Background: an optimization exercise with open tools, aiming at small area. Do not read the settings as production practice.
The RTL was checked by simulation tests, not by an equivalence proof against the original design.
No activity file was given, so power comes from the tool's default toggle rates.

<file path="flow/run.sh">
#!/bin/bash
# synth_recipe.tcl (not shown) runs the flow's synth.tcl, then flattens the netlist and writes it again
# the make line also repeats each setting of config.mk as NAME=value (left out here)
make -C /OpenROAD-flow-scripts/flow DESIGN_CONFIG=/design/flow/config.mk WORK_HOME=/design/flow/orfs CLKGATE_MAP_FILE= SYNTH_SCRIPT=/design/flow/synth_recipe.tcl finish
</file>
<file path="flow/config.mk">
export PLATFORM = sky130hd
export DESIGN_NAME = cpu
export DESIGN_NICKNAME = cpu
export VERILOG_FILES = /design/flow/design.v
export SDC_FILE = /design/flow/constraint.sdc
export NUM_CORES = 4
export LEC_CHECK = 0
export CAP_MARGIN = 20
export CORE_MARGIN = 2
export CORE_UTILIZATION = 40
export SLEW_MARGIN = 20
</file>
<file path="flow/constraint.sdc">
create_clock -name core_clock -period 10.0 [get_ports {clk}]
set_input_delay 2.0000 -clock core_clock [delete_from_list [all_inputs] [get_ports {clk}]]
set_output_delay 2.0000 -clock core_clock [all_outputs]
set_load 0.01 [all_outputs]
</file>
<file path="flow/design.v">
`timescale 1ns/1ps
module cpu (
	input  logic        clk,
	input  logic        rst_n,
	output logic [15:0] pc,
	input  logic [15:0] instr,
	output logic        hlt,
	output logic        dmem_valid,
	output logic        dmem_write,
	output logic [15:0] dmem_addr,
	output logic [15:0] dmem_wdata,
	input  logic        dmem_ready,
	input  logic [15:0] dmem_rdata
);
	localparam logic [2:0] S_EX0  = 3'd0;
	localparam logic [2:0] S_EX1  = 3'd1;
	localparam logic [2:0] S_EX2  = 3'd2;
	localparam logic [2:0] S_MEM  = 3'd3;
	localparam logic [2:0] S_MEMW = 3'd4;
	localparam logic [2:0] S_CLR  = 3'd5;
	localparam logic [2:0] S_HALT = 3'd6;
	logic [3:0]   cnt;
	logic [2:0]   st;
	logic [15:1]  pcr;
	logic [15:1]  a;
	logic [15:0]  t;
	logic [239:0] rf;
	logic         z, n, v, c;
	wire [3:0] op   = instr[15:12];
	wire [3:0] f_rd = instr[11:8];
	wire [3:0] f_rs = instr[7:4];
	wire [3:0] f_rt = instr[3:0];
	wire first = (cnt == 4'd0);
	wire last  = (cnt == 4'd15);
	wire ex0 = (st == S_EX0);
	wire ex1 = (st == S_EX1);
	wire ex2 = (st == S_EX2);
	wire mem = (st == S_MEM);
	wire clr = (st == S_CLR);
	wire is_addsub = (op[3:1] == 3'b000);
	wire is_sub    = (op == 4'h1);
	wire is_xor    = (op == 4'h2);
	wire is_sll    = (op == 4'h4);
	wire is_lw     = (op == 4'h8);
	wire is_sw     = (op == 4'h9);
	wire is_ldi    = (op[3:1] == 3'b101);
	wire is_br     = (op == 4'hC);
	wire is_hlt    = (op == 4'hF);
	logic cond;
	always_comb begin
		case (instr[11:9])
			3'd0: cond = ~z;
			3'd1: cond = z;
			3'd2: cond = ~z & ~n;
			3'd3: cond = n;
			3'd4: cond = z | ~n;
			3'd5: cond = z | n;
			3'd6: cond = v;
			default: cond = 1'b1;
		endcase
	end
	logic [3:0] ridx;
	always_comb begin
		if (ex0) begin
			if (op[3]) ridx = is_lw ? f_rs : f_rd;
			else       ridx = is_sll ? f_rs : f_rt;
		end else begin
			ridx = f_rs;
		end
	end
	logic rbit;
	always_comb begin
		rbit = 1'b0;
		for (int k = 1; k < 16; k++)
			if (ridx == k[3:0]) rbit = rf[16*(k-1)];
	end
	wire pass_p    = (ex0 & ~is_lw & ~is_sw) | (ex1 & is_lw) | (ex2 & is_sw);
	wire pass_addr = (ex0 & is_lw) | (ex1 & is_sw);
	wire end_ins   = (ex0 & ~is_addsub & ~is_xor & ~is_sll & ~is_lw & ~is_sw) |
		(ex1 & (is_xor | is_sll | is_lw)) | (ex2 & (is_addsub | is_sw));
	logic immbit;
	logic offbit;
	always_comb begin
		case (cnt)
			4'd1: immbit = instr[0];
			4'd2: immbit = instr[1];
			4'd3: immbit = instr[2];
			default: immbit = instr[3];
		endcase
		offbit = cnt[3] ? instr[8] : instr[cnt[2:0]];
	end
	logic pcbit;
	always_comb begin
		pcbit = 1'b0;
		for (int k = 1; k < 16; k++)
			if (cnt == 4'(k - 1)) pcbit = pcr[k];
	end
	logic add_a;
	logic add_b;
	always_comb begin
		if (pass_p) begin
			add_a = pcbit;
			add_b = is_br & cond & offbit;
		end else if (pass_addr) begin
			add_a = rbit;
			add_b = ~first & immbit;
		end else begin
			add_a = rbit;
			add_b = t[0] ^ is_sub;
		end
	end
	wire cin  = first ? (pass_p | (is_sub & ~pass_addr)) : c;
	wire sum  = add_a ^ add_b ^ cin;
	wire cout = (add_a & add_b) | (cin & (add_a ^ add_b));
	wire ovf  = (add_a == add_b) & (sum != add_a);
	wire ge  = (cnt >= f_rt);
	wire sat = last ? n : ~n;
	logic wbit;
	logic wen;
	always_comb begin
		wbit = 1'b0;
		wen  = 1'b0;
		if (clr) begin
			wen = 1'b1;
		end else if (ex0 & is_ldi) begin
			wen  = 1'b1;
			wbit = (cnt[3] ^ op[0]) ? instr[cnt[2:0]] : rbit;
		end else if (ex1 & is_xor) begin
			wen  = 1'b1;
			wbit = rbit ^ t[0];
		end else if (ex1 & is_sll) begin
			wen  = 1'b1;
			wbit = ge & t[0];
		end else if (ex1 & is_lw) begin
			wen  = 1'b1;
			wbit = t[0];
		end else if (ex2 & is_addsub) begin
			wen  = 1'b1;
			wbit = v ? sat : sum;
		end
	end
	wire zpass = (ex1 & (is_xor | is_sll)) | (ex2 & is_addsub);
	always_ff @(posedge clk) begin
		for (int k = 1; k < 16; k++) begin
			rf[16*(k-1) +: 16] <= {(wen & (clr | f_rd == k[3:0])) ? wbit : rf[16*(k-1)],
				rf[16*(k-1)+1 +: 15]};
		end
	end
	wire a_en = (pass_p & ~last) | (pass_addr & ~first) | clr;
	always_ff @(posedge clk) begin
		if (a_en) a <= {sum & ~clr, a[15:2]};
		if (last & (end_ins | clr)) pcr <= a;
	end
	wire t_ld = mem & dmem_ready;
	wire t_sh = ~mem & (st != S_MEMW) & ~(ex1 & is_sll & ~ge);
	always_ff @(posedge clk) begin
		if (t_ld)      t <= dmem_rdata;
		else if (t_sh) t <= {ex0 ? rbit : t[0], t[15:1]};
	end
	always_ff @(posedge clk) begin
		c <= cout;
		if (clr) begin
			z <= 1'b0;
			n <= 1'b0;
			v <= 1'b0;
		end else begin
			if (zpass) z <= (first | z) & ~wbit;
			if (ex1 & is_addsub & last) begin
				n <= add_a;
				v <= ovf;
			end
			if (ex2 & is_addsub & last) n <= wbit;
		end
	end
	logic [2:0] st_nx;
	always_comb begin
		st_nx = st;
		case (st)
			S_CLR:  if (last) st_nx = S_EX0;
			S_EX0:  if (is_hlt) st_nx = S_HALT;
				else if (last) st_nx = end_ins ? S_EX0 : is_lw ? S_MEM : S_EX1;
			S_EX1:  if (last) st_nx = end_ins ? S_EX0 : is_sw ? S_MEM : S_EX2;
			S_EX2:  if (last) st_nx = S_EX0;
			S_MEM:  if (dmem_ready) st_nx = !last ? S_MEMW : is_lw ? S_EX1 : S_EX2;
			S_MEMW: if (last) st_nx = is_lw ? S_EX1 : S_EX2;
			default: st_nx = st;
		endcase
	end
	always_ff @(posedge clk) begin
		if (!rst_n) begin
			st  <= S_CLR;
			cnt <= 4'd0;
		end else begin
			st  <= st_nx;
			cnt <= cnt + 4'd1;
		end
	end
	assign pc         = {pcr, 1'b0};
	assign hlt        = (st == S_HALT);
	assign dmem_valid = mem;
	assign dmem_write = op[0];
	assign dmem_addr  = {a, 1'b0};
	assign dmem_wdata = t;
endmodule
</file>
==> metrics.csv, run 1 <==
metric,value,unit
share of cells above drive strength 1,0.132,
Slew Limit Headroom,0.484,
skew final,9.39,ps
later-pin clock latency in the skew report,530,ps
Max Cap Viol,0,
Post-Synthesis Cells,639,
DRC viols,0,
pin count of the biggest net entering global routing,21,
Power Density,224,nW/um2
Hold Buf Count CTS,0,
CTS Buffer Depth,3,
vias,5112,
top-area cell type share of the netlist area,0.571,
CP max FO,20,
Row Count,54,
Final #Nets,775,
CTS tree,yes,
Synth Area in Adders,0.0162,
Detailed Routing Iterations Pass 1,6,
run status,no timing/DRC/antenna violations,
Yosys reg bits,297,
Root Buffer,clkbuf_16,
DP HPWL,11300,um
CTS Buf Count,28,
die area,23200,um2
top area cells in the synthesized netlist,"dfxtp_1 57%, edfxtp_1 16%, mux2_2 2.0%, o21ai_0 1.8%, a21oi_1 1.5%",
fin cells,1030,
CTS Sinks,297,
Post-synth EDFFs,46,
Worst Tran Pin Value,772,ps
Worst Path Required,10410,ps
Synth Flop Type,dfxtp_1,
initial core utilization,0.406,
n_diodes,0,
"Cell Chain, Critical Path",clkdlybuf4s50_1 > nor3b_1 > o32a_1 > o21a_1 > mux4_2 > nand2b_1 > o2111a_2 > a21o_1 > fa_1 > mux2i_1 > nor2_1 > a21oi_1 > o21ai_0 > o21bai_4 > o41ai_1,
main combinational cell family by area after synthesis,compound AO/OA/AOI/OAI gates,
first-pass GRT wire length,26200,um
async set-reset flop share out of synthesis,0,
critical path's largest stage delay,800,ps
"Setup violations, final",0,
RePlAce Congestion,0.878,
Top Ports,86,
DR vias/cell,4.96,
Layout area overhead,23.9,%
part of the cycle the worst path needs,0.651,
RSZ-0062 raised after global routing,false,
P_leak,4.19,nW
die width,152,um
vias in the first global route,4967,
Final Max Tran Viols,0,
"Clk pin slew, worst setup/hold paths",60,ps
critical path launch point type,input port,
fmax,0.154,GHz
core area,21700,um2
multiplexer share of the synthesized area,0.0378,
Filler Cells Inserted,1838,
Worst Hold Class,reg -> reg,
Mapped Area,8800,um2
Setup Buffers After CTS,0,
Final Hold Vio Count,0,
number of routed nets with antenna violations,0,
initial antenna violation count,0,
post-cts gate resize count,0,
Worst setup EP type,flop,
Compound-Gate Fraction of Synth Area,0.114,
Crit Path Class,in -> reg,
post-synthesis xor/xnor area fraction,0.00697,
drt total wl,16300,um
Avg Inst Size Synth,13.8,um2
GRT Util Overall,0.137,
Worst EP arrival,6920,ps
total grt overflow,0,
"area leader, netlist",dfxtp_1,
Post-Route Setup TNS,0,ps
Synthesis Warnings,1,
WL per Instance,15.9,um
Die H,152,um
initial drt markers,315,
post-synthesis sequential area ratio,0.728,
Synth top cells by count,"251 x dfxtp_1, 46 x edfxtp_1, 32 x o21ai_0, 27 x a21oi_1, 27 x nand2_1",
min cycle time layout,6510,ps
CP max stage cell,clkdlybuf4s50_1,
port bufs,83,
Placed Cells incl. Taps,980,
Post-Synth Simple-Gate Area,0.0750,
H-tree Lvls,1,
Yosys cell types,69,
dominant cell by count in the synthesized netlist,dfxtp_1,
Peak VDD IR,119,uV
==> kinds of logic (layout without fill, tap and decap cells) <==
group | after synthesis | in the layout
fa+ha+maj | 11 | 11
buf+inv | 40 | 150
mux | 25 | 25
other cells | 1 | 2
flops | 297 | 297
simple gates | 121 | 121
xor+xnor | 7 | 7
compound gates | 137 | 137
==> layer usage <==
layer / vias up / track usage / wire [um]
met5: - / 0 / 0
met4: 0 / 0.0490 / 459
met3: 43 / 0.0301 / 919
met2: 192 / 0.220 / 7430
met1: 2411 / 0.183 / 7530
li1: 2466 / - / -
==> cell type report <==
type / instances / area (um2) / share of cell area
Sequential cell: 297 / 6410 / 0.588
Multi-Input combinational cell: 303 / 2220 / 0.204
Timing Repair Buffer: 87 / 861 / 0.0790
Clock buffer: 37 / 826 / 0.0758
Tap cell: 280 / 350 / 0.0322
Clock inverter: 13 / 183 / 0.0168
Inverter: 13 / 48.8 / 0.00448
==> sequential cells by signal (all words and copies together), names as in the netlist <==
signal	count
rf	240
t	16
a	15
pcr	15
cnt	4
st	3
c	1
n	1
v	1
z	1
==> critical path: cells and delay by family <==
family | cells | cell delay [ps]
compound gates | 8 | 2070
fa+ha+maj | 1 | 620
buf+inv | 1 | 800
mux | 2 | 600
simple gates | 3 | 800
==> report_power, final <==
part,switching (mW),internal (mW)
clock,0.417,0.684
sequential,0.00812,1.22
combinational,0.0536,0.0558
total,0.479,1.96
==> placed cells by master, fill, tap and decap left out, types with 4 or more instances in the layout <==
| master | netlist | routed |
|---|---|---|
| dfxtp_1 | 251 | 251 |
| clkdlybuf4s50_1 | 0 | 83 |
| edfxtp_1 | 46 | 46 |
| o21ai_0 | 32 | 31 |
| clkbuf_16 | 0 | 29 |
| a21oi_1 | 27 | 27 |
| nand2_1 | 27 | 27 |
| nor2_1 | 17 | 17 |
| mux2_2 | 16 | 16 |
| inv_1 | 13 | 13 |
| nand3_1 | 12 | 12 |
| nor3_1 | 12 | 11 |
| nor2b_1 | 11 | 11 |
| a31oi_1 | 11 | 11 |
| nand2b_1 | 9 | 9 |
| o31ai_2 | 9 | 9 |
| ha_1 | 9 | 9 |
| o211ai_1 | 8 | 8 |
| clkbuf_8 | 0 | 7 |
| and2_1 | 6 | 6 |
| nor3b_1 | 6 | 6 |
| a22oi_1 | 6 | 6 |
| and3_1 | 5 | 5 |
| a21o_1 | 5 | 5 |
| clkinv_2 | 0 | 5 |
| o31ai_1 | 4 | 4 |
| xnor2_1 | 4 | 4 |
| o221ai_1 | 4 | 4 |
| mux4_2 | 4 | 4 |
| mux2i_1 | 4 | 4 |
| bufinv_16 | 0 | 4 |
| buf_4 | 4 | 4 |
==> final timing paths <==
path,start,endpoint,slack [ps],cells past startpoint
min,rf[153],rf[152],320,0
max reg2reg,st[1],rf[63],5230,14
max,instr[12],rf[63],3490,15
min reg2reg,rf[153],rf[152],320,0
==> metrics by stage <==
stage                     worst slack [ps]  power (mW)  area, um2  hold WS, ps   util
after global placement                3270        1.36       9880          309  0.456
after floorplan                       4330        1.32       8800          310      -
after detailed placement              2950        1.37       9880          312  0.456
after global routing                  3080        2.53      10900          326  0.502
after CTS                             3480        2.47      10900          322  0.502
final                                 3490        2.44      10900          319  0.502
==> inputs of run 2 (changes only) <==
--- a/flow/design.v
+++ b/flow/design.v
@@ -19,6 +19,7 @@
 	localparam logic [2:0] S_MEMW = 3'd4;
 	localparam logic [2:0] S_CLR  = 3'd5;
 	localparam logic [2:0] S_HALT = 3'd6;
+	localparam logic [2:0] S_PC   = 3'd7;
 	logic [3:0]   cnt;
 	logic [2:0]   st;
 	logic [15:1]  pcr;
@@ -26,6 +27,7 @@
 	logic [15:0]  t;
 	logic [239:0] rf;
 	logic         z, n, v, c;
+	logic         tk;
 	wire [3:0] op   = instr[15:12];
 	wire [3:0] f_rd = instr[11:8];
 	wire [3:0] f_rs = instr[7:4];
@@ -37,6 +39,7 @@
 	wire ex2 = (st == S_EX2);
 	wire mem = (st == S_MEM);
 	wire clr = (st == S_CLR);
+	wire ppc = (st == S_PC);
 	wire is_addsub = (op[3:1] == 3'b000);
 	wire is_sub    = (op == 4'h1);
 	wire is_xor    = (op == 4'h2);
@@ -74,10 +77,9 @@
 		for (int k = 1; k < 16; k++)
 			if (ridx == k[3:0]) rbit = rf[16*(k-1)];
 	end
-	wire pass_p    = (ex0 & ~is_lw & ~is_sw) | (ex1 & is_lw) | (ex2 & is_sw);
 	wire pass_addr = (ex0 & is_lw) | (ex1 & is_sw);
 	wire end_ins   = (ex0 & ~is_addsub & ~is_xor & ~is_sll & ~is_lw & ~is_sw) |
-		(ex1 & (is_xor | is_sll | is_lw)) | (ex2 & (is_addsub | is_sw));
+		(ex1 & (is_xor | is_sll | is_lw)) | (ex2 & is_addsub);
 	logic immbit;
 	logic offbit;
 	always_comb begin
@@ -89,18 +91,12 @@
 		endcase
 		offbit = cnt[3] ? instr[8] : instr[cnt[2:0]];
 	end
-	logic pcbit;
-	always_comb begin
-		pcbit = 1'b0;
-		for (int k = 1; k < 16; k++)
-			if (cnt == 4'(k - 1)) pcbit = pcr[k];
-	end
 	logic add_a;
 	logic add_b;
 	always_comb begin
-		if (pass_p) begin
-			add_a = pcbit;
-			add_b = is_br & cond & offbit;
+		if (ppc) begin
+			add_a = pcr[1];
+			add_b = tk & t[0];
 		end else if (pass_addr) begin
 			add_a = rbit;
 			add_b = ~first & immbit;
@@ -109,7 +105,7 @@
 			add_b = t[0] ^ is_sub;
 		end
 	end
-	wire cin  = first ? (pass_p | (is_sub & ~pass_addr)) : c;
+	wire cin  = first ? (ppc | (is_sub & ~pass_addr)) : c;
 	wire sum  = add_a ^ add_b ^ cin;
 	wire cout = (add_a & add_b) | (cin & (add_a ^ add_b));
 	wire ovf  = (add_a == add_b) & (sum != add_a);
@@ -146,19 +142,19 @@
 				rf[16*(k-1)+1 +: 15]};
 		end
 	end
-	wire a_en = (pass_p & ~last) | (pass_addr & ~first) | clr;
-	always_ff @(posedge clk) begin
-		if (a_en) a <= {sum & ~clr, a[15:2]};
-		if (last & (end_ins | clr)) pcr <= a;
+	always_ff @(posedge clk) begin
+		if (pass_addr & ~first) a <= {sum, a[15:2]};
+		if ((ppc | clr) & ~last) pcr <= {sum & ~clr, pcr[15:2]};
 	end
 	wire t_ld = mem & dmem_ready;
 	wire t_sh = ~mem & (st != S_MEMW) & ~(ex1 & is_sll & ~ge);
 	always_ff @(posedge clk) begin
 		if (t_ld)      t <= dmem_rdata;
-		else if (t_sh) t <= {ex0 ? rbit : t[0], t[15:1]};
+		else if (t_sh) t <= {ex0 ? (is_br ? offbit : rbit) : t[0], t[15:1]};
 	end
 	always_ff @(posedge clk) begin
 		c <= cout;
+		if (ex0) tk <= is_br & cond;
 		if (clr) begin
 			z <= 1'b0;
 			n <= 1'b0;
@@ -178,11 +174,12 @@
 		case (st)
 			S_CLR:  if (last) st_nx = S_EX0;
 			S_EX0:  if (is_hlt) st_nx = S_HALT;
-				else if (last) st_nx = end_ins ? S_EX0 : is_lw ? S_MEM : S_EX1;
-			S_EX1:  if (last) st_nx = end_ins ? S_EX0 : is_sw ? S_MEM : S_EX2;
-			S_EX2:  if (last) st_nx = S_EX0;
-			S_MEM:  if (dmem_ready) st_nx = !last ? S_MEMW : is_lw ? S_EX1 : S_EX2;
-			S_MEMW: if (last) st_nx = is_lw ? S_EX1 : S_EX2;
+				else if (last) st_nx = end_ins ? S_PC : is_lw ? S_MEM : S_EX1;
+			S_EX1:  if (last) st_nx = end_ins ? S_PC : is_sw ? S_MEM : S_EX2;
+			S_EX2:  if (last) st_nx = S_PC;
+			S_PC:   if (last) st_nx = S_EX0;
+			S_MEM:  if (dmem_ready) st_nx = !last ? S_MEMW : is_lw ? S_EX1 : S_PC;
+			S_MEMW: if (last) st_nx = is_lw ? S_EX1 : S_PC;
 			default: st_nx = st;
 		endcase
 	end
==> flow/flow/run.sh (new file) <==
#!/bin/bash
# Standard layout with buf_1 port buffers and a clock tree without dummy loads.
export BUFFER_PORTS_ARGS="-buffer_cell sky130_fd_sc_hd__buf_1"
export CTS_ARGS="-sink_clustering_enable -repair_clock_nets -dont_use_dummy_load -buf_list sky130_fd_sc_hd__clkbuf_8 -sink_clustering_size 20 -sink_clustering_max_diameter 60"
bash standard.sh > standard.log 2>&1
==> flow/standard.sh (new file) <==
#!/bin/bash
# synth_recipe.tcl (not shown) runs the flow's synth.tcl, then flattens the netlist and writes it again
# the make line also repeats each setting of config.mk as NAME=value (left out here)
make -C /OpenROAD-flow-scripts/flow DESIGN_CONFIG=/design/flow/config.mk WORK_HOME=/design/flow/orfs CLKGATE_MAP_FILE= SYNTH_SCRIPT=/design/flow/synth_recipe.tcl "${@:-finish}"
--- a/flow/config.mk
+++ b/flow/config.mk
@@ -5,6 +5,7 @@
 export SDC_FILE = /design/flow/constraint.sdc
 export NUM_CORES = 4
 export LEC_CHECK = 0
+export ABC_AREA = 1
 export CAP_MARGIN = 20
 export CORE_MARGIN = 2
 export CORE_UTILIZATION = 40
removed: flow/run.sh
==> run 2 against run 1 <==
- hold slack worse by 70 ps
- worst setup slack better by 1200 ps
- first-iteration DRC count is 40% lower
- still clean
==> metrics.csv, run 2 <==
metric,value,unit,change
async set-reset flop share out of synthesis,0,,unchanged
Filler Cells Inserted,1990,,+8.3%
"Setup violations, final",0,,unchanged
Final #Nets,855,,+10%
run status,no timing/DRC/antenna violations,,
Slew Limit Headroom,0.507,,+0.0232
Max Cap Viol,0,,unchanged
vias in the first global route,4561,,-8.2%
R2R setup slack,6130,ps,+900 ps
worst r2r src,st[0],,
Top Ports,86,,unchanged
min cycle time layout,5320,ps,-1190 ps
first-pass GRT wire length,22300,um,-15%
"area leader, netlist",dfxtp_1,,
Power Density,253,nW/um2,+13%
Final Max Tran Viols,0,,unchanged
Tot Pwr,2.39,mW,-2.2%
CTS tree,yes,,
vias,4788,,-6.3%
Yosys reg bits,298,,+0.34%
Post-synth EDFFs,47,,+2.2%
Synth top cells by count,"251 x dfxtp_1, 132 x nand2_1, 61 x inv_1, 47 x edfxtp_1, 43 x nor2_1",,
die width,150,um,-1.4%
core area,21000,um2,-3.1%
Hold Path Depth,0,,unchanged
Detailed Routing Iterations Pass 1,4,,-2
Worst Hold Class,reg -> reg,,
Root Buffer,clkbuf_8,,
H-tree Lvls,1,,unchanged
GRT Util Overall,0.125,,-0.0123
CP max FO,16,,-20%
Worst setup EP type,flop,,
top-area cell type share of the netlist area,0.588,,+0.0166
DP HPWL,9680,um,-14%
drt total wl,14000,um,-15%
Hold Buf Count CTS,0,,unchanged
n_diodes,0,,unchanged
initial drt markers,190,,-40%
number of routed nets with antenna violations,0,,unchanged
post-synthesis sequential area ratio,0.753,,+0.0246
CTS Buffer Depth,3,,unchanged
share of cells above drive strength 1,0.0730,,-0.0590
Synth Flop Type,dfxtp_1,,
CTS Sinks,298,,+0.34%
max reg flops,240,,unchanged
Worst Path Required,10410,ps,about the same
die area,22600,um2,-2.7%
later-pin clock latency in the skew report,540,ps,about the same
Synthesis Warnings,1,,unchanged
Avg Inst Size Synth,12.0,um2,-13%
Yosys cell types,41,,-41%
Largest regs,"rf: 240 flops, t: 16 flops",,
Worst Tran Pin Value,739,ps,-33.6 ps
initial core utilization,0.407,,+0.00108
Final Hold Vio Count,0,,unchanged
most frequent cells in the layout,"251 x dfxtp_1, 132 x nand2_1, 83 x buf_1",,
DRC viols,0,,unchanged
pin count of the biggest net entering global routing,21,,unchanged
area of the multi-input gates,1790,um2,-19%
Reg area,6440,um2,+0.47%
Crit Path Class,in -> reg,,
total grt overflow,0,,unchanged
WL per Instance,12.9,um,-19%
RR Endpoint,rf[239],,
Die H,150,um,-1.4%
Post-Route Setup TNS,0,ps,unchanged
dominant cell by count in the synthesized netlist,dfxtp_1,,
"commonest non-fill, non-tap cell in the layout",dfxtp_1,,
RePlAce Congestion,0.861,,-2.0%
Setup Buffers After CTS,0,,unchanged
DR vias/cell,4.42,,-11%
part of the cycle the worst path needs,0.532,,-0.119
Mapped Area,8550,um2,-2.8%
Top reg by flops,rf,,
RSZ-0062 raised after global routing,false,,
top area cells in the synthesized netlist,"dfxtp_1 59%, edfxtp_1 17%, nand2_1 5.8%, inv_1 2.7%, nand3_1 2.1%",,
Row Count,53,,-1.9%
post-cts gate resize count,0,,unchanged
fmax,0.188,GHz,+22%
P_leak,3.82,nW,-8.9%
initial antenna violation count,1,,+1
critical path launch point type,input port,,
skew final,72.8,ps,+63.4 ps
CTS Buf Count,20,,-29%
fin cells,1083,,+5.1%
port bufs,83,,unchanged
Worst EP arrival,5730,ps,-1190 ps
"Endpoint, Worst Hold",rf[90],,
Layout area overhead,10.1,%,
reg2reg path depth,15,,+1
Post-Synthesis Cells,715,,+12%
min-delay src,rf[91],,
Peak VDD IR,179,uV,+51%
"Clk pin slew, worst setup/hold paths",110,ps,+50 ps
Placed Cells incl. Taps,1063,,+8.5%
## run 2: cell type report
type | instances | area share
Inverter | 66 | 0.0263
Sequential cell | 298 | 0.684
Multi-Input combinational cell | 340 | 0.190
Timing Repair Buffer | 84 | 0.0339
Tap cell | 275 | 0.0365
Clock buffer | 20 | 0.0292
## run 2: per-layer routing
layer / track usage / routed length (um) / vias up
met4: 0.0448 / 397 / 2
met1: 0.173 / 6920 / 2178
li1: - / - / 2476
met2: 0.193 / 5890 / 104
met5: 0 / 13 / -
met3: 0.0273 / 738 / 28
## run 2: power by group
part / leakage [nW] / total (mW) / switching (mW) / internal, mW
combinational: 1.17 / 0.350 / 0.241 / 0.108
sequential: 2.51 / 1.53 / 0.0782 / 1.45
clock: 0.144 / 0.504 / 0.324 / 0.180
total: 3.82 / 2.39 / 0.644 / 1.74
## run 2: kinds of logic (layout without fill, tap and decap cells)
family          Yosys count  after routing  share of synthesized area
other cells               1              2                   0.000439
flops                   298            298                      0.753
buf+inv                  78            170                     0.0385
compound gates           74             74                     0.0568
simple gates            252            252                      0.134
fa+ha+maj                10             10                     0.0155
xor+xnor                  2              2                    0.00205
## run 2: worst max-delay path by stage
stage	start	end
global route	instr[15]	z
floorplan	instr[15]	rf[223]
detailed placement	instr[15]	rf[239]
finish	instr[15]	rf[239]
CTS	instr[15]	rf[239]
global placement	instr[15]	z
## run 2: metrics by stage
step                worst slack [ps]  instance area [um2]  utilization  hold slack (ps)
finish                          4680                 9420        0.448              250
global route                    4190                 9420        0.448              246
CTS                             4710                 9410        0.448              248
detailed placement              4160                 9140        0.435              312
global placement                4060                 9140        0.435              310
floorplan                       4940                 8550            -              310
## run 2: critical path: stages
cell and delay (ps):
buf_1 390, inv_1 140, nor2_1 240, nand2_4 130, nand3_4 120, nand2_1 70, nand2_2 150, inv_1 100
nor2_1 100, nand3_1 70, nand3_1 70, nand2_1 50, nand2_1 50, nand2_1 40, nand2_1 70, nand2_2 60
nand2_2 90, inv_2 50, nand2_1 70, nand2_1 130, fa_1 580, o211ai_1 200, o221ai_1 130, a21oi_1 190
nand2_2 100, nand2_4 240, o21ai_1 100
==> inputs of run 3 (changes only) <==
==> flow/flow/run.sh (replaced) <==
#!/bin/bash
# Standard layout with buf_1 port buffers and a clock tree without dummy loads.
export BUFFER_PORTS_ARGS="-buffer_cell sky130_fd_sc_hd__buf_1"
export CTS_ARGS="-sink_clustering_enable -repair_clock_nets -dont_use_dummy_load -buf_list sky130_fd_sc_hd__clkbuf_4 -sink_clustering_size 12 -sink_clustering_max_diameter 50"
export RECOVER_POWER=100
bash standard.sh > standard.log 2>&1
==> run 3 against run 2 <==
- clock skew grew 4.8 ps
- area after synthesis did not move
- final area down 1.2%
- worst setup slack got worse by 610 ps
- clock power shrank 9.9%
- critical path type unchanged
- largest power group unchanged
- highest routed layer unchanged
==> metrics.csv, run 3 <==
metric,value,unit,change
post-cts gate resize count,0,,unchanged
Final Hold Vio Count,0,,unchanged
Setup Buffers After CTS,0,,unchanged
Compound-Gate Fraction of Synth Area,0.0568,,unchanged
Synth Area in Adders,0.0155,,unchanged
Worst Hold Class,reg -> reg,,
critical path launch point type,input port,,
Post-synth EDFFs,47,,unchanged
Row Count,53,,unchanged
RePlAce Congestion,0.861,,unchanged
fin worst setup slack,4070,ps,-608 ps
initial core utilization,0.407,,unchanged
port bufs,83,,unchanged
post-synthesis xor/xnor area fraction,0.00205,,unchanged
total grt overflow,0,,unchanged
CTS Buffer Depth,3,,unchanged
Largest regs,"rf: 240 flops, t: 16 flops",,
P_leak,3.79,nW,-0.66%
"area leader, netlist",dfxtp_1,,
fmax,0.169,GHz,-10%
Top Ports,86,,unchanged
Slew Limit Headroom,0.213,,-0.294
Root Buffer,clkbuf_4,,
Peak VDD IR,128,uV,-28%
Power Density,251,nW/um2,-1.1%
Crit Path Class,in -> reg,,
part of the cycle the worst path needs,0.593,,+0.0608
top-area cell type share of the netlist area,0.588,,unchanged
CP max FO,16,,unchanged
CP max stage cell,fa_1,,
core area,21000,um2,unchanged
initial drt markers,182,,-4.2%
RSZ-0062 raised after global routing,false,,
"commonest non-fill, non-tap cell in the layout",dfxtp_1,,
"Clk pin slew, worst setup/hold paths",120,ps,about the same
WL per Instance,12.8,um,-0.53%
Mapped Area,8550,um2,unchanged
Final Max Tran Viols,0,,unchanged
CTS Sinks,298,,unchanged
max reg flops,240,,unchanged
Synthesis Warnings,1,,unchanged
Yosys cell types,41,,unchanged
post-synthesis sequential area ratio,0.753,,unchanged
number of routed nets with antenna violations,0,,unchanged
Hold Buf Count CTS,0,,unchanged
min cycle time layout,5930,ps,+608 ps
CP most frequent cell,nand2_1,,
Worst setup EP type,flop,,
GRT Util Overall,0.125,,+0.000521
CTS Buf Count,29,,+45%
Synth Flop Type,dfxtp_1,,
later-pin clock latency in the skew report,650,ps,+110 ps
Worst Path Required,10490,ps,+80 ps
Detailed Routing Iterations Pass 1,6,,+2
"Setup violations, final",0,,unchanged
DR vias/cell,4.44,,+0.33%
Final #Nets,864,,+1.1%
skew final,77.5,ps,+4.76 ps
Max Cap Viol,0,,unchanged
first-pass GRT wire length,22500,um,+0.84%
main combinational cell family by area after synthesis,simple AND/OR/NAND/NOR gates,,
DP HPWL,9680,um,unchanged
die width,150,um,unchanged
initial antenna violation count,2,,+1
run status,no timing/DRC/antenna violations,,
pin count of the biggest net entering global routing,19,,-9.5%
H-tree Lvls,1,,unchanged
share of cells above drive strength 1,0.0661,,-0.00692
Worst Tran Pin Value,1180,ps,+437 ps
CTS tree,yes,,
fin cells,1093,,+0.92%
setup slack at placement,4160,ps,unchanged
Top reg by flops,rf,,
multiplexer share of the synthesized area,0,,unchanged
Post-Synth Simple-Gate Area,0.134,,unchanged
vias in the first global route,4647,,+1.9%
Worst EP arrival,6420,ps,+690 ps
DRC viols,0,,unchanged
critical path's largest stage delay,580,ps,about the same
Post-Synthesis Cells,715,,unchanged
drt total wl,14000,um,+0.39%
Layout area overhead,8.75,%,
Synth top cells by count,"251 x dfxtp_1, 132 x nand2_1, 61 x inv_1, 47 x edfxtp_1, 43 x nor2_1",,
Placed Cells incl. Taps,1063,,unchanged
Avg Inst Size Synth,12.0,um2,unchanged
top area cells in the synthesized netlist,"dfxtp_1 59%, edfxtp_1 17%, nand2_1 5.8%, inv_1 2.7%, nand3_1 2.1%",,
die area,22600,um2,unchanged
Die H,150,um,unchanged
vias,4848,,+1.3%
Post-Route Setup TNS,0,ps,unchanged
async set-reset flop share out of synthesis,0,,unchanged
Yosys reg bits,298,,unchanged
dominant cell by count in the synthesized netlist,dfxtp_1,,
most frequent cells in the layout,"251 x dfxtp_1, 137 x nand2_1, 80 x buf_1",,
==> run 3: cell counts after synthesis <==
No cell type changed its count.
==> run 3: cells by family (layout without fill, tap and decap cells) <==
group                    Yosys count  count (layout)
other                              1               3
flip-flops                       298             298
adder cells (fa/ha/maj)           10              10
AO/OA/AOI/OAI                     74              74
AND/OR/NAND/NOR                  252             252
buffers and inverters             78             179
XOR/XNOR                           2               2
==> run 3: final timing paths <==
path	from	endpoint	slack, ps	depth (start not counted)
min reg2reg	rf[227]	rf[226]	320	0
min	rf[227]	rf[226]	320	0
max	instr[15]	rf[239]	4070	27
max reg2reg	st[1]	rf[239]	5030	25
==> run 3: cell type report <==
class,instances,area [um2]
sequential,298,6440
inverter,66,248
multi-input combinational,340,1730
tap,275,344
timing repair buffer,84,319
clock buffer,29,218
fill,2017,11700
antenna,1,2.50
==> run 3: layer usage <==
metal	vias up	routed length, um	share of wire	track usage
met5	-	8	0.00057	0
met4	2	308	0.022	0.0429
met3	23	747	0.053	0.0288
met2	118	6020	0.43	0.195
met1	2200	6920	0.49	0.172
li1	2505	-	-	-
==> run 3: per-stage QoR <==
stage / cell area (um2) / power [mW] / hold slack (ps) / utilization
floorplan: 8550 / 1.77 / 310 / -
global placement: 9140 / 1.91 / 310 / 0.435
detailed placement: 9140 / 1.91 / 312 / 0.435
CTS: 9360 / 2.37 / 323 / 0.445
global route: 9300 / 2.47 / 320 / 0.442
finish: 9300 / 2.33 / 318 / 0.442
==> run 3: critical path: cells and delay by family <==
family,cells,cell delay (ps)
buf+inv,4,740
fa+ha+maj,1,580
compound gates,4,690
simple gates,18,2400
==> run 3: report_power, final <==
part	internal [mW]	leakage [nW]	switching [mW]
combinational	0.107	1.15	0.239
sequential	1.45	2.51	0.0768
clock	0.134	0.133	0.320
==> inputs of run 4 (changes only) <==
==> flow/flow/run.sh (replaced) <==
#!/bin/bash
# Standard layout with buf_1 port buffers and a clock tree without dummy loads.
export BUFFER_PORTS_ARGS="-buffer_cell sky130_fd_sc_hd__buf_1"
export CTS_ARGS="-sink_clustering_enable -repair_clock_nets -dont_use_dummy_load -buf_list sky130_fd_sc_hd__clkbuf_4 -sink_clustering_size 12 -sink_clustering_max_diameter 50"
bash standard.sh > standard.log 2>&1
==> run 4 against run 3 <==
- worst setup slack gained 720 ps
- via count grew 0.27%
- count of clock-buffer cells in the layout is the same
- final cell count is the same
- highest routed layer unchanged
- power grew 0.18%
- first-iteration DRC count grew 14%
- core utilization grew 0.30 points
- critical path depth is the same
- maximum frequency grew 14%
- still clean on timing, DRC and antenna
- final area grew 0.67%
- sequential power is essentially flat
- synthesized cell count is the same
==> metrics.csv, run 4 <==
metric,value,unit,change
Power Density,249,nW/um2,-0.49%
fmax,0.192,GHz,+14%
area of the multi-input gates,1790,um2,+3.6%
multiplexer share of the synthesized area,0,,unchanged
critical path launch point type,input port,,
Post-synth EDFFs,47,,unchanged
Final Hold Vio Count,0,,unchanged
CTS tree,yes,,
dpl cell area,9140,um2,unchanged
RePlAce Congestion,0.861,,unchanged
die width,150,um,unchanged
initial core utilization,0.407,,unchanged
"area leader, netlist",dfxtp_1,,
Peak VDD IR,128,uV,+0.14%
Detailed Routing Iterations Pass 1,5,,-1
Synth Flop Type,dfxtp_1,,
Post-Synthesis Cells,715,,unchanged
die area,22600,um2,unchanged
"Setup violations, final",0,,unchanged
Root Buffer,clkbuf_4,,
Row Count,53,,unchanged
sw frac,0.274,,+0.000877
DRC viols,0,,unchanged
post-synthesis sequential area ratio,0.753,,unchanged
WL per Instance,12.8,um,-0.32%
Reg area,6440,um2,unchanged
post-cts gate resize count,0,,unchanged
P_leak,3.81,nW,+0.39%
finished layout cell area,9360,um2,+0.67%
max reg flops,240,,unchanged
Sw Pwr,0.639,mW,+0.50%
Slew Limit Headroom,0.516,,+0.303
Tot Pwr,2.33,mW,+0.18%
"commonest non-fill, non-tap cell in the layout",dfxtp_1,,
later-pin clock latency in the skew report,650,ps,about the same
Largest regs,"rf: 240 flops, t: 16 flops",,
run status,no timing/DRC/antenna violations,,
part of the cycle the worst path needs,0.521,,-0.0721
CTS Sinks,298,,unchanged
Pint,1.70,mW,about the same
H-tree Lvls,1,,unchanged
Top reg by flops,rf,,
top area cells in the synthesized netlist,"dfxtp_1 59%, edfxtp_1 17%, nand2_1 5.8%, inv_1 2.7%, nand3_1 2.1%",,
Worst Hold Class,reg -> reg,,
Final Max Tran Viols,0,,unchanged
Setup Buffers After CTS,0,,unchanged
fin worst setup slack,4790,ps,+721 ps
Compound-Gate Fraction of Synth Area,0.0568,,unchanged
GRT Util Overall,0.125,,unchanged
setup slack at placement,4160,ps,unchanged
Post-Synth Simple-Gate Area,0.134,,unchanged
fin cells,1093,,unchanged
skew final,81.0,ps,+3.47 ps
vias in the first global route,4647,,unchanged
Worst Tran Pin Value,725,ps,-451 ps
Layout area overhead,9.48,%,
share of cells above drive strength 1,0.0832,,+0.0171
Synth Area in Adders,0.0155,,unchanged
Worst setup EP type,flop,,
R2R setup slack,6130,ps,+1100 ps
first-pass GRT wire length,22500,um,unchanged
CTS Buf Count,29,,unchanged
Worst Path Required,10520,ps,+30 ps
Die H,150,um,unchanged
core area,21000,um2,unchanged
main combinational cell family by area after synthesis,simple AND/OR/NAND/NOR gates,,
Synthesis Warnings,1,,unchanged
async set-reset flop share out of synthesis,0,,unchanged
Seq pwr share,0.656,,about the same
Synth top cells by count,"251 x dfxtp_1, 132 x nand2_1, 61 x inv_1, 47 x edfxtp_1, 43 x nor2_1",,
Crit Path Class,in -> reg,,
Top Ports,86,,unchanged
"Clk pin slew, worst setup/hold paths",120,ps,about the same
min cycle time layout,5210,ps,-721 ps
Post-Route Setup TNS,0,ps,unchanged
dominant cell by count in the synthesized netlist,dfxtp_1,,
Yosys cell types,41,,unchanged
combinational share of power,0.150,,about the same
Mapped Area,8550,um2,unchanged
Hold Buf Count CTS,0,,unchanged
DR vias/cell,4.45,,+0.27%
vias,4861,,+0.27%
CP most frequent cell,nand2_1,,
pin count of the biggest net entering global routing,19,,unchanged
CTS Buffer Depth,3,,unchanged
drt total wl,14000,um,-0.32%
Final #Nets,864,,unchanged
CP max FO,16,,unchanged
initial drt markers,207,,+14%
Filler Cells Inserted,2003,,-0.69%
critical path's largest stage delay,580,ps,about the same
post-synthesis xor/xnor area fraction,0.00205,,unchanged
initial antenna violation count,2,,unchanged
CP max stage cell,fa_1,,
Max Cap Viol,0,,unchanged
Yosys reg bits,298,,unchanged
RSZ-0062 raised after global routing,false,,
top-area cell type share of the netlist area,0.588,,unchanged
Placed Cells incl. Taps,1063,,unchanged
most frequent cells in the layout,"251 x dfxtp_1, 132 x nand2_1, 83 x buf_1",,
Clk pwr share,0.194,,about the same
Avg Inst Size Synth,12.0,um2,unchanged
critical path's top delay family,simple AND/OR/NAND/NOR gates,,
DP HPWL,9680,um,unchanged
number of routed nets with antenna violations,0,,unchanged
port bufs,83,,unchanged
Worst EP arrival,5730,ps,-690 ps
Buf/Inv on CP,4,,unchanged
total grt overflow,0,,unchanged
==> run 4: cell counts after synthesis <==
Identical to the previous run, type by type.
==> run 4: power by group through the flow <==
| stage | combinational, mW | clock (mW) | sequential, mW |
|---|---|---|---|
| 6_report | 0.350 | 0.454 | 1.53 |
| 5_1_grt | 0.395 | 0.525 | 1.55 |
| 4_1_cts | 0.354 | 0.482 | 1.53 |
| 3_5_place_dp | 0.351 | 0 | 1.56 |
| 3_3_place_gp | 0.350 | 0 | 1.56 |
| 2_1_floorplan | 0.204 | 0 | 1.57 |
==> run 4: layer usage <==
metal	track usage	share of wire	vias to the layer above
met5	0	0.00093	-
li1	-	-	2505
met4	0.0429	0.024	2
met1	0.172	0.49	2206
met2	0.195	0.43	121
met3	0.0288	0.056	27
==> run 4: through the flow <==
step / hold slack [ps] / util
after floorplan: 310 / -
after global placement: 310 / 0.435
after detailed placement: 312 / 0.435
after CTS: 323 / 0.445
after global routing: 320 / 0.445
final: 318 / 0.445
==> run 4: cell families after synthesis <==
group                      after synthesis
AOI/OAI and AO/OA                       74
adders and majority gates               10
xor gates and xnor gates                 2
buffers and inverters                   78
and+or+nand+nor                        252
DFF                                    298
other                                    1
==> run 4: worst register-to-register path, stage by stage, from the launching register on <==
cell      delay, ps
dfxtp_1         450
inv_2            90
nor3_1          430
nand4_1         200
inv_1            90
a21oi_1          60
nor2_2          580
nand2_1         100
a31oi_1         260
fa_1            530
o211ai_1        200
o221ai_1        130
a21oi_1         190
nand2_2         100
nand2_4         240
o21ai_1         100
==> run 4: area by class of cell <==
type,instances,share of cell area
multi-input combinational,340,0.192
timing repair buffer,84,0.0341
inverter,66,0.0265
sequential,298,0.688
antenna,1,0.000267
clock buffer,29,0.0233
tap,275,0.0368
==> run 4: final timing paths <==
check             from      end  depth (start not counted)
max          instr[15]  rf[239]                         27
min            rf[227]  rf[226]                          0
max reg2reg      st[0]  rf[239]                         15
min reg2reg    rf[227]  rf[226]                          0
==> inputs of run 5 (changes only) <==
==> flow/flow/run.sh (replaced) <==
#!/bin/bash
# The standard ORFS flow (standard.sh), with:
#  - an area-oriented ABC script for mapping the combinational logic
#    (registers are mapped before ABC runs, so they are the standard ones)
#  - buf_1 cells as the port buffers
#  - a clock tree of clkbuf_4 cells without dummy loads
#  - power recovery (downsizing cells with slack) after global routing
set -euo pipefail
rm -rf scripts_area
cp -r "$FLOW_HOME/scripts" scripts_area
cp flow/abc_area.script scripts_area/abc_area.script
export BUFFER_PORTS_ARGS="-buffer_cell sky130_fd_sc_hd__buf_1"
export CTS_ARGS="-sink_clustering_enable -repair_clock_nets -dont_use_dummy_load -buf_list sky130_fd_sc_hd__clkbuf_4 -sink_clustering_size 12 -sink_clustering_max_diameter 50"
export RECOVER_POWER=100
bash standard.sh SCRIPTS_DIR="$PWD/scripts_area" finish > standard.log 2>&1
==> flow/flow/abc_area.script (new file) <==
strash
dc2
dc2
dc2
&get -n
&dch -f
&nf -a -R 1000
&put
==> run 5 against run 4 <==
- still clean
- core utilization increased by 0.98 points
- via count decreased by 7.0%
- final area decreased by 4.4%
- sequential power about the same
- synthesized cell count down 23%
- final cell count fell by 15%
- non-clock buffer count is 4 higher
- clock power is essentially flat
- critical path depth shrank 7
- count of clock-buffer cells in the layout rose by 1
- clock skew up 19 ps
- worst setup slack lost 1200 ps
- highest routed layer unchanged
==> metrics.csv, run 5 <==
metric,value,unit,change
top area cells in the synthesized netlist,"dfxtp_1 62%, edfxtp_1 17%, mux2_1 2.5%, a21oi_1 1.9%, o21ai_0 1.9%",,
Yosys cell types,40,,-2.4%
Worst setup EP type,flop,,
"Clk pin slew, worst setup/hold paths",110,ps,about the same
die area,21300,um2,-5.4%
Post-Route Setup TNS,0,ps,unchanged
Layout area overhead,10.8,%,
Setup Buffers After CTS,0,,unchanged
Synthesis Warnings,1,,unchanged
CTS Buffer Depth,3,,unchanged
later-pin clock latency in the skew report,680,ps,+30 ps
fmax,0.156,GHz,-19%
Synth Flop Type,dfxtp_1,,
Final Max Tran Viols,0,,unchanged
P_leak,3.33,nW,-13%
CTS Sinks,298,,unchanged
CP max FO,11,,-5
Worst Tran Pin Value,943,ps,+218 ps
WL per Instance,14.6,um,+14%
run status,no timing/DRC/antenna violations,,
setup slack at placement,2850,ps,-1310 ps
share of cells above drive strength 1,0.0495,,-0.0338
Peak VDD IR,146,uV,+14%
CTS tree,yes,,
Hold Buf Count CTS,0,,unchanged
max reg flops,240,,unchanged
fin worst setup slack,3610,ps,-1180 ps
number of routed nets with antenna violations,0,,unchanged
DRC viols,0,,unchanged
Mapped Area,8070,um2,-5.6%
total grt overflow,0,,unchanged
Placed Cells incl. Taps,901,,-15%
initial drt markers,311,,+50%
skew final,100,ps,+19.2 ps
Top Ports,86,,unchanged
Final #Nets,714,,-17%
DR vias/cell,4.84,,+8.9%
most frequent cells in the layout,"251 x dfxtp_1, 79 x buf_1, 47 x edfxtp_1",,
Power Density,262,nW/um2,+5.2%
Largest regs,"rf: 240 flops, t: 16 flops",,
Final Hold Vio Count,0,,unchanged
DP HPWL,9340,um,-3.5%
Post-synth EDFFs,47,,unchanged
Top reg by flops,rf,,
Worst Path Required,10530,ps,about the same
Avg Inst Size Synth,14.7,um2,+23%
min cycle time layout,6390,ps,+1180 ps
dominant cell by count in the synthesized netlist,dfxtp_1,,
Synth top cells by count,"251 x dfxtp_1, 47 x edfxtp_1, 30 x a21oi_1, 30 x o21ai_0, 27 x nand2_1",,
Max Cap Viol,0,,unchanged
"area leader, netlist",dfxtp_1,,
Root Buffer,clkbuf_4,,
Worst EP arrival,6930,ps,+1200 ps
critical path launch point type,input port,,
reg2reg path depth,18,,+3
"Setup violations, final",0,,unchanged
top-area cell type share of the netlist area,0.622,,+0.0346
fin cells,933,,-15%
port bufs,83,,unchanged
drt total wl,13600,um,-2.3%
die width,146,um,-2.7%
vias in the first global route,4298,,-7.5%
Yosys reg bits,298,,unchanged
Worst Hold Class,reg -> reg,,
Detailed Routing Iterations Pass 1,7,,+2
initial core utilization,0.411,,+0.00411
Post-Synthesis Cells,551,,-23%
Slew Limit Headroom,0.370,,-0.146
RePlAce Congestion,0.859,,-0.22%
GRT Util Overall,0.127,,+0.00136
CTS Buf Count,30,,+3.4%
Die H,146,um,-2.7%
finished layout cell area,8940,um2,-4.4%
first-pass GRT wire length,22000,um,-2.2%
Row Count,51,,-3.8%
pin count of the biggest net entering global routing,20,,+1
RSZ-0062 raised after global routing,false,,
part of the cycle the worst path needs,0.639,,+0.118
post-cts gate resize count,0,,unchanged
H-tree Lvls,1,,unchanged
initial antenna violation count,1,,-1
Crit Path Class,in -> reg,,
Hold Path Depth,0,,unchanged
vias,4520,,-7.0%
core area,19700,um2,-6.5%
dpl cell area,8730,um2,-4.5%
async set-reset flop share out of synthesis,0,,unchanged
"commonest non-fill, non-tap cell in the layout",dfxtp_1,,
post-synthesis sequential area ratio,0.797,,+0.0443
-- run 5: changes by cell type in the layout (fill, tap and decap cells not counted), sizes merged, moves of 6 or more --
cell    previous run  this run
clkbuf            29        39
nand2b             0         6
nand2            145        27
a21oi             24        30
mux2               0        18
clkinv             1        12
nor2b              0         6
nand3             39        12
o211ai             3         9
nor2              46        22
inv               65         0
-- run 5: worst max-delay path, cell delays in order --
cell and delay (ps):
clkbuf_1 320, nor2b_1 290, nand2_1 160, nand2_1 130, o22ai_1 80, a22oi_1 600, mux2_1 390, a21oi_1 140
o21ai_0 100, a21oi_1 140, a21oi_1 110, mux2_1 410, fa_1 650, nor2_1 60, a211oi_1 200, mux2i_1 90
o21ai_0 160, o211ai_1 260, clkbuf_1 320, o41ai_1 340
-- run 5: logic make-up after synthesis --
family	share of synthesized area
buf+inv	0.00837
mux	0.0372
fa+ha+maj	0.0164
other cells	0.000464
xor+xnor	0.00542
simple gates	0.0575
flops	0.797
compound gates	0.0775
-- run 5: metrics by stage --
stage / power (mW) / util / hold slack [ps]
floorplan: 1.77 / - / 310
global placement: 1.90 / 0.444 / 311
detailed placement: 1.92 / 0.444 / 312
CTS: 2.38 / 0.456 / 257
global route: 2.49 / 0.455 / 259
finish: 2.35 / 0.455 / 259
-- run 5: layout make-up --
type / instances / area, um2
Inverter: 12 / 45.0
Fill cell: 1801 / 10700
Timing Repair Buffer: 88 / 330
Antenna cell: 1 / 2.50
Sequential cell: 298 / 6440
Clock buffer: 30 / 225
Tap cell: 265 / 332
Multi-Input combinational cell: 239 / 1570
-- run 5: final timing paths --
path	start	to	slack [ps]
worst min-delay path	rf[216]	rf[215]	260
worst max-delay path	instr[15]	rf[127]	3610
worst min register to register	rf[216]	rf[215]	260
worst max register to register	st[0]	rf[127]	4690
-- run 5: power by group --
group | total (mW) | switching, mW | leakage [nW] | internal [mW]
Combinational | 0.358 | 0.234 | 0.683 | 0.124
Clock | 0.457 | 0.319 | 0.138 | 0.137
Sequential | 1.53 | 0.0842 | 2.51 | 1.45
Total | 2.35 | 0.637 | 3.33 | 1.71
-- run 5: routing by layer --
metal	wire (um)	GRT usage
met5	13	0
met4	458	0.0495
met3	980	0.0341
met2	5700	0.188
met1	6480	0.177
==> inputs of run 6 (changes only) <==
--- a/flow/design.v
+++ b/flow/design.v
@@ -12,14 +12,14 @@
 	input  logic        dmem_ready,
 	input  logic [15:0] dmem_rdata
 );
-	localparam logic [2:0] S_EX0  = 3'd0;
-	localparam logic [2:0] S_EX1  = 3'd1;
-	localparam logic [2:0] S_EX2  = 3'd2;
-	localparam logic [2:0] S_MEM  = 3'd3;
-	localparam logic [2:0] S_MEMW = 3'd4;
-	localparam logic [2:0] S_CLR  = 3'd5;
-	localparam logic [2:0] S_HALT = 3'd6;
-	localparam logic [2:0] S_PC   = 3'd7;
+	localparam logic [2:0] S_EX0  = 3'd1;
+	localparam logic [2:0] S_EX1  = 3'd7;
+	localparam logic [2:0] S_EX2  = 3'd4;
+	localparam logic [2:0] S_MEM  = 3'd5;
+	localparam logic [2:0] S_MEMW = 3'd3;
+	localparam logic [2:0] S_CLR  = 3'd0;
+	localparam logic [2:0] S_HALT = 3'd2;
+	localparam logic [2:0] S_PC   = 3'd6;
 	logic [3:0]   cnt;
 	logic [2:0]   st;
 	logic [15:1]  pcr;
@@ -71,12 +71,15 @@
 			ridx = f_rs;
 		end
 	end
-	logic rbit;
-	always_comb begin
-		rbit = 1'b0;
-		for (int k = 1; k < 16; k++)
-			if (ridx == k[3:0]) rbit = rf[16*(k-1)];
-	end
+	logic [15:0] rlsb;
+	always_comb begin
+		rlsb[0] = 1'b0;
+		for (int k = 1; k < 16; k++) rlsb[k] = rf[16*(k-1)];
+	end
+	logic [3:0] rl1;
+	always_comb
+		for (int g = 0; g < 4; g++) rl1[g] = rlsb[{g[1:0], ridx[1:0]}];
+	wire rbit = rl1[ridx[3:2]];
 	wire pass_addr = (ex0 & is_lw) | (ex1 & is_sw);
 	wire end_ins   = (ex0 & ~is_addsub & ~is_xor & ~is_sll & ~is_lw & ~is_sw) |
 		(ex1 & (is_xor | is_sll | is_lw)) | (ex2 & is_addsub);
==> flow/flow/run.sh (replaced) <==
#!/bin/bash
# The standard ORFS flow (standard.sh), with:
#  - an area-oriented ABC script for mapping the combinational logic
#    (registers are mapped before ABC runs, so they are the standard ones)
#  - no extraction of half/full adder cells before ABC (ABC maps them better)
#  - buf_1 cells as the port buffers
#  - a clock tree of clkbuf_4 cells without dummy loads
#  - power recovery (downsizing cells with slack) after global routing
set -euo pipefail
rm -rf scripts_area
cp -r "$FLOW_HOME/scripts" scripts_area
cp flow/abc_area.script scripts_area/abc_area.script
export BUFFER_PORTS_ARGS="-buffer_cell sky130_fd_sc_hd__buf_1"
export CTS_ARGS="-sink_clustering_enable -repair_clock_nets -dont_use_dummy_load -buf_list sky130_fd_sc_hd__clkbuf_4 -sink_clustering_size 12 -sink_clustering_max_diameter 50"
export RECOVER_POWER=100
bash standard.sh SCRIPTS_DIR="$PWD/scripts_area" ADDER_MAP_FILE= finish > standard.log 2>&1
==> run 6 against run 5 <==
- the layout now fails its checks (capacitance limit, slew limit)
- final area fell by 1.2%
- synthesized cell count rose by 0.54%
- clock skew fell by 30 ps
- register-to-register slack got worse by 70 ps
- sequential power fell by 9.8%
- area after synthesis fell by 1.5%
- flip-flop and latch count did not move
- wire length rose by 2.3%
- via count fell by 2.0%
- die area fell by 1.4%
- non-clock buffer count did not move
- combinational power fell by 7.8%
- critical path type unchanged
- critical endpoint is now rf[63]
- largest cell class unchanged
- largest power group unchanged
==> metrics.csv, run 6 <==
metric,value,unit,change
run status,finished with violations,,
layout check faults,"capacitance limit, slew limit",,
share of cells above drive strength 1,0.0493,,-0.000222
GRT Util Overall,0.132,,+0.00578
post-cts gate resize count,0,,unchanged
vias,4428,,-2.0%
max reg flops,240,,unchanged
Power Density,245,nW/um2,-6.7%
async set-reset flop share out of synthesis,0,,unchanged
post-synthesis sequential area ratio,0.809,,+0.0118
worst hold slack,266,ps,+7.76 ps
initial drt markers,222,,-29%
DR vias/cell,4.73,,-2.3%
die area,21000,um2,-1.4%
dominant cell by count in the synthesized netlist,dfxtp_1,,
dpl cell area,8620,um2,-1.2%
vias in the first global route,4414,,+2.7%
Worst setup EP type,flop,,
area of the multi-input gates,1450,um2,-8.2%
total grt overflow,0,,unchanged
Final #Nets,707,,-0.98%
skew final,70.6,ps,-29.6 ps
top-area cell type share of the netlist area,0.632,,+0.00920
Root Buffer,clkbuf_4,,
Setup Buffers After CTS,0,,unchanged
number of routed nets with antenna violations,0,,unchanged
Slew Limit Headroom,-0.0330,,-0.403
critical path launch point type,input port,,
Crit Path Class,in -> reg,,
initial core utilization,0.409,,-0.00200
Post-Synthesis Cells,554,,+0.54%
part of the cycle the worst path needs,0.692,,+0.0524
later-pin clock latency in the skew report,660,ps,-20 ps
port bufs,83,,unchanged
Max Cap Viol,1,,+1
Avg Inst Size Synth,14.4,um2,-2.0%
Synth top cells by count,"251 x dfxtp_1, 47 x edfxtp_1, 39 x o21ai_0, 31 x nand2_1, 24 x nor2_1",,
finished layout cell area,8830,um2,-1.2%
"Clk pin slew, worst setup/hold paths",110,ps,about the same
CTS Sinks,298,,unchanged
Yosys reg bits,298,,unchanged
Peak VDD IR,121,uV,-17%
Hold Buf Count CTS,0,,unchanged
DP HPWL,9670,um,+3.6%
top area cells in the synthesized netlist,"dfxtp_1 63%, edfxtp_1 18%, o21ai_0 2.5%, mux2_1 2.3%, nand2_1 1.5%",,
Worst EP arrival,7450,ps,+520 ps
first-pass GRT wire length,22500,um,+2.6%
RSZ-0062 raised after global routing,false,,
Top Ports,86,,unchanged
Filler Cells Inserted,1798,,-0.17%
Final Hold Vio Count,0,,unchanged
WL per Instance,14.9,um,+2.0%
Row Count,51,,unchanged
Yosys cell types,42,,+5.0%
most frequent cells in the layout,"251 x dfxtp_1, 79 x buf_1, 47 x edfxtp_1",,
drt total wl,14000,um,+2.3%
CTS tree,yes,,
Reg area,6440,um2,unchanged
Top reg by flops,rf,,
pin count of the biggest net entering global routing,19,,-5.0%
"Setup violations, final",0,,unchanged
H-tree Lvls,1,,unchanged
Detailed Routing Iterations Pass 1,4,,-3
Post-Route Setup TNS,0,ps,unchanged
Layout area overhead,11.0,%,
"area leader, netlist",dfxtp_1,,
initial antenna violation count,1,,unchanged
"Cell Chain, Critical Path",clkbuf_1 > nor4b_1 > nor2_1 > nand2_1 > o22ai_1 > nor2_1 > mux2i_1 > o21ai_0 > o21ai_0 > o21ai_0 > mux2i_1 > nand3_1 > nand2_1 > xnor2_1 > nor2_1 > o311a_1 > nor3_1 > o31ai_1 > clkbuf_1 > o41ai_1,,
P_leak,3.23,nW,-3.1%
CP max stage cell,nor4b_1,,
Synth Flop Type,dfxtp_1,,
Post-synth EDFFs,47,,unchanged
CTS Buffer Depth,3,,unchanged
CTS Buf Count,30,,unchanged
core area,19500,um2,-0.97%
Worst Hold Class,reg -> reg,,
critical path's largest stage delay,920,ps,+270 ps
"commonest non-fill, non-tap cell in the layout",dfxtp_1,,
Largest regs,"rf: 240 flops, t: 16 flops",,
Worst Tran Pin Value,1550,ps,+607 ps
Worst Path Required,10530,ps,about the same
Mapped Area,7960,um2,-1.5%
Die H,145,um,-0.71%
min cycle time layout,6920,ps,+524 ps
Synthesis Warnings,1,,unchanged
fmax,0.145,GHz,-7.6%
DRC viols,0,,unchanged
die width,145,um,-0.71%
RePlAce Congestion,0.892,,+3.8%
Final Max Tran Viols,17,,+17
CP max FO,17,,+6
-- run 6: worst max-delay path, delay by kind of cell --
kind | cells | cell delay, ps
AO/OA/AOI/OAI | 7 | 1730
XOR/XNOR | 1 | 250
buffers and inverters | 2 | 680
multiplexers | 2 | 460
AND/OR/NAND/NOR | 8 | 2330
-- run 6: stage by stage --
step                std cells   util  setup slack (ps)  power [mW]
finish                    936  0.454              3080        2.16
global route              936  0.454              2570        2.29
CTS                       935  0.455              3460        2.20
detailed placement        905  0.443              2790        1.74
global placement          905  0.443              3090        1.73
floorplan                 555      -              3590        1.60
-- run 6: final timing paths --
check	from	endpoint	slack, ps	depth (start not counted)
setup / recovery	instr[15]	rf[63]	3080	20
hold / removal	rf[143]	rf[142]	270	0
setup reg to reg	st[0]	rf[63]	4620	19
hold reg to reg	rf[143]	rf[142]	270	0
-- run 6: where the power goes --
group / internal (mW) / switching, mW
logic: 0.112 / 0.218
registers: 1.33 / 0.0499
clock network: 0.138 / 0.320
-- run 6: layout make-up --
class	instances	area share
sequential	298	0.729
multi-input combinational	239	0.164
timing repair buffer	88	0.0382
tap	265	0.0375
clock buffer	30	0.0255
inverter	15	0.00637
antenna	1	0.000283
-- run 6: logic make-up after synthesis --
kind of cell,synth area share
AOI/OAI and AO/OA,0.0745
xor gates and xnor gates,0.00330
adders and majority gates,0.00126
buffers and inverters,0.00991
DFF,0.809
muxes,0.0292
other,0.000471
and+or+nand+nor,0.0723
-- run 6: layer usage --
layer,GRT usage,vias to the layer above,share of wire
met5,0,-,0
met4,0.0540,0,0.031
met3,0.0321,33,0.051
met2,0.210,134,0.45
met1,0.175,2085,0.47
li1,-,2176,-
==> inputs of run 7 (changes only) <==
--- a/flow/flow/run.sh
+++ b/flow/flow/run.sh
@@ -5,12 +5,10 @@
 #  - no extraction of half/full adder cells before ABC (ABC maps them better)
 #  - buf_1 cells as the port buffers
 #  - a clock tree of clkbuf_4 cells without dummy loads
-#  - power recovery (downsizing cells with slack) after global routing
 set -euo pipefail
 rm -rf scripts_area
 cp -r "$FLOW_HOME/scripts" scripts_area
 cp flow/abc_area.script scripts_area/abc_area.script
 export BUFFER_PORTS_ARGS="-buffer_cell sky130_fd_sc_hd__buf_1"
 export CTS_ARGS="-sink_clustering_enable -repair_clock_nets -dont_use_dummy_load -buf_list sky130_fd_sc_hd__clkbuf_4 -sink_clustering_size 12 -sink_clustering_max_diameter 50"
-export RECOVER_POWER=100
 bash standard.sh SCRIPTS_DIR="$PWD/scripts_area" ADDER_MAP_FILE= finish > standard.log 2>&1
==> run 7 against run 6 <==
- the run now finishes clean
- hold slack gained 1.8 ps
- wire length is 0.34% higher
- power up 0.11%
==> metrics.csv, run 7 <==
metric,value,unit,change
run status,no timing/DRC/antenna violations,,
total grt overflow,0,,unchanged
Placed Cells incl. Taps,905,,unchanged
Post-Synthesis Cells,554,,unchanged
initial core utilization,0.409,,unchanged
CTS Buf Count,30,,unchanged
Filler Cells Inserted,1796,,-0.11%
initial antenna violation count,1,,unchanged
DR vias/cell,4.72,,-0.14%
CTS Sinks,298,,unchanged
RSZ-0062 raised after global routing,false,,
most frequent cells in the layout,"251 x dfxtp_1, 83 x buf_1, 47 x edfxtp_1",,
"Endpoint, Worst Hold",rf[142],,
DP HPWL,9670,um,unchanged
min-delay src,rf[143],,
Synthesis Warnings,1,,unchanged
fin worst setup slack,3290,ps,+210 ps
Power Density,245,nW/um2,about the same
Worst Path Required,10530,ps,about the same
Synth top cells by count,"251 x dfxtp_1, 47 x edfxtp_1, 39 x o21ai_0, 31 x nand2_1, 24 x nor2_1",,
Peak VDD IR,121,uV,about the same
reg2reg path depth,19,,unchanged
RePlAce Congestion,0.892,,unchanged
critical path depth in cells,20,,unchanged
Reg area,6440,um2,unchanged
CTS tree,yes,,
pin count of the biggest net entering global routing,19,,unchanged
Worst EP arrival,7240,ps,-210 ps
skew final,72.7,ps,+2.14 ps
Buf/Inv on CP,2,,unchanged
initial drt markers,227,,+2.3%
"Clk pin slew, worst setup/hold paths",110,ps,about the same
GRT Util Overall,0.132,,unchanged
Post-Route Setup TNS,0,ps,unchanged
setup slack at placement,2790,ps,unchanged
Synth Flop Type,dfxtp_1,,
WL per Instance,15.0,um,+0.34%
Final Max Tran Viols,0,,-17
Root Buffer,clkbuf_4,,
worst r2r src,st[0],,
first-pass GRT wire length,22500,um,unchanged
R2R setup slack,4810,ps,+190 ps
dominant cell by count in the synthesized netlist,dfxtp_1,,
DRC viols,0,,unchanged
top area cells in the synthesized netlist,"dfxtp_1 63%, edfxtp_1 18%, o21ai_0 2.5%, mux2_1 2.3%, nand2_1 1.5%",,
number of routed nets with antenna violations,0,,unchanged
Hold Buf Count CTS,0,,unchanged
port bufs,83,,unchanged
"Cell Chain, Critical Path",buf_1 > nor4b_1 > nor2_1 > nand2_1 > o22ai_1 > nor2_1 > mux2i_1 > o21ai_0 > o21ai_0 > o21ai_0 > mux2i_1 > nand3_1 > nand2_1 > xnor2_1 > nor2_1 > o311a_1 > nor3_1 > o31ai_1 > buf_4 > o41ai_1,,
P_leak,3.24,nW,+0.34%
Util after Layout,0.455,,+0.000771
Max Cap Viol,0,,-1
critical path's largest stage delay,900,ps,-20 ps
main combinational cell family by area after synthesis,compound AO/OA/AOI/OAI gates,,
post-cts gate resize count,0,,unchanged
Avg Inst Size Synth,14.4,um2,unchanged
"Setup violations, final",0,,unchanged
CP max stage cell,nor4b_1,,
later-pin clock latency in the skew report,660,ps,about the same
post-synthesis xor/xnor area fraction,0.00330,,unchanged
top-area cell type share of the netlist area,0.632,,unchanged
H-tree Lvls,1,,unchanged
Layout area overhead,11.2,%,
multiplexer share of the synthesized area,0.0292,,unchanged
Setup Buffers After CTS,0,,unchanged
Worst setup EP type,flop,,
CTS Buffer Depth,3,,unchanged
Worst Hold Class,reg -> reg,,
vias in the first global route,4414,,unchanged
Top Ports,86,,unchanged
Yosys cell types,42,,unchanged
Row Count,51,,unchanged
Slew Limit Headroom,0.291,,+0.324
Synth Area in Adders,0.00126,,unchanged
area of the multi-input gates,1450,um2,+0.26%
part of the cycle the worst path needs,0.671,,-0.0210
fmax,0.149,GHz,+3.1%
min cycle time layout,6710,ps,-210 ps
Top reg by flops,rf,,
Post-synth EDFFs,47,,unchanged
max reg flops,240,,unchanged
Die H,145,um,unchanged
core area,19500,um2,unchanged
Mapped Area,7960,um2,unchanged
die area,21000,um2,unchanged
"commonest non-fill, non-tap cell in the layout",dfxtp_1,,
Hold Path Depth,0,,unchanged
fin cells,936,,unchanged
"area leader, netlist",dfxtp_1,,
CP max FO,17,,unchanged
worst hold slack,268,ps,+1.76 ps
Crit Path Class,in -> reg,,
share of cells above drive strength 1,0.0552,,+0.00597
Yosys reg bits,298,,unchanged
Worst Tran Pin Value,1050,ps,-501 ps
Detailed Routing Iterations Pass 1,4,,unchanged
critical path's top delay family,simple AND/OR/NAND/NOR gates,,
Largest regs,"rf: 240 flops, t: 16 flops",,
die width,145,um,unchanged
critical path launch point type,input port,,
async set-reset flop share out of synthesis,0,,unchanged
Final #Nets,707,,unchanged
Final Hold Vio Count,0,,unchanged
vias,4422,,-0.14%
Post-Synth Simple-Gate Area,0.0723,,unchanged
post-synthesis sequential area ratio,0.809,,unchanged
Compound-Gate Fraction of Synth Area,0.0745,,unchanged
RR Endpoint,rf[63],,
drt total wl,14000,um,+0.34%
-- run 7: cell count changes in the layout (fill, tap and decap cells not counted) --
cell      delta
clkbuf_1     -7
buf_1        +4
buf_4        +3
a21oi_1      -1
a21oi_2      +1
o21ai_0      -1
o21ai_1      +1
-- run 7: area by class of cell --
class	instances	share of cell area
repair buffers	88	0.0394
well taps	265	0.0375
clock buffers	30	0.0254
multi-input cells	239	0.164
diodes	1	0.000283
flip-flops and latches	298	0.727
inverters	15	0.00636
-- run 7: cells by family (layout without fill, tap and decap cells) --
family	Yosys count	in the layout
multiplexers	20	20
flip-flops	298	298
buffers and inverters	18	133
AND/OR/NAND/NOR	116	116
XOR/XNOR	3	3
AO/OA/AOI/OAI	97	97
adder cells (fa/ha/maj)	1	1
other	1	3
-- run 7: stage by stage --
| stage | total power, mW | cell area, um2 |
|---|---|---|
| global route | 2.29 | 8850 |
| floorplan | 1.60 | 7960 |
| CTS | 2.20 | 8850 |
| finish | 2.17 | 8850 |
| global placement | 1.73 | 8620 |
| detailed placement | 1.74 | 8620 |
-- run 7: report_power, final --
group          switching (mW)  total [mW]  internal, mW
Combinational           0.218       0.332         0.114
Clock                   0.321       0.459         0.138
Sequential             0.0501        1.37          1.32
Total                   0.590        2.17          1.58
-- run 7: worst register-to-register path: stages, from the launching register on --
cell and delay (ps):
dfxtp_1 530, nor2b_1 220, nand2b_1 180, nor3_1 460, o22ai_1 150, nor2_1 560, mux2i_1 220, o21ai_0 200
o21ai_0 100, o21ai_0 520, mux2i_1 240, nand3_1 160, nand2_1 80, xnor2_1 250, nor2_1 80, o311a_1 330
nor3_1 170, o31ai_1 90, buf_4 200, o41ai_1 340
-- run 7: worst max-delay path by stage --
stage	slack, ps	from	end
after floorplan	3590	instr[12]	rf[111]
after global placement	3090	instr[15]	rf[127]
after detailed placement	2790	instr[15]	rf[63]
after CTS	3460	instr[15]	rf[63]
after global routing	2830	instr[15]	rf[63]
final	3290	instr[15]	rf[63]
-- run 7: layer usage --
layer | vias up | GRT usage | share of wire
li1 | 2179 | - | -
met1 | 2066 | 0.175 | 0.46
met2 | 145 | 0.210 | 0.45
met3 | 32 | 0.0321 | 0.056
met4 | 0 | 0.0540 | 0.031
met5 | - | 0 | 0

Setup slack of run 7, layout unchanged: 3.294 ns with ideal ports, 3.282 ns with driving cells assumed (clock clkbuf_16, inputs buf_2), 2.624 ns with port delays also shifted by the 0.657 ns mid clock arrival.
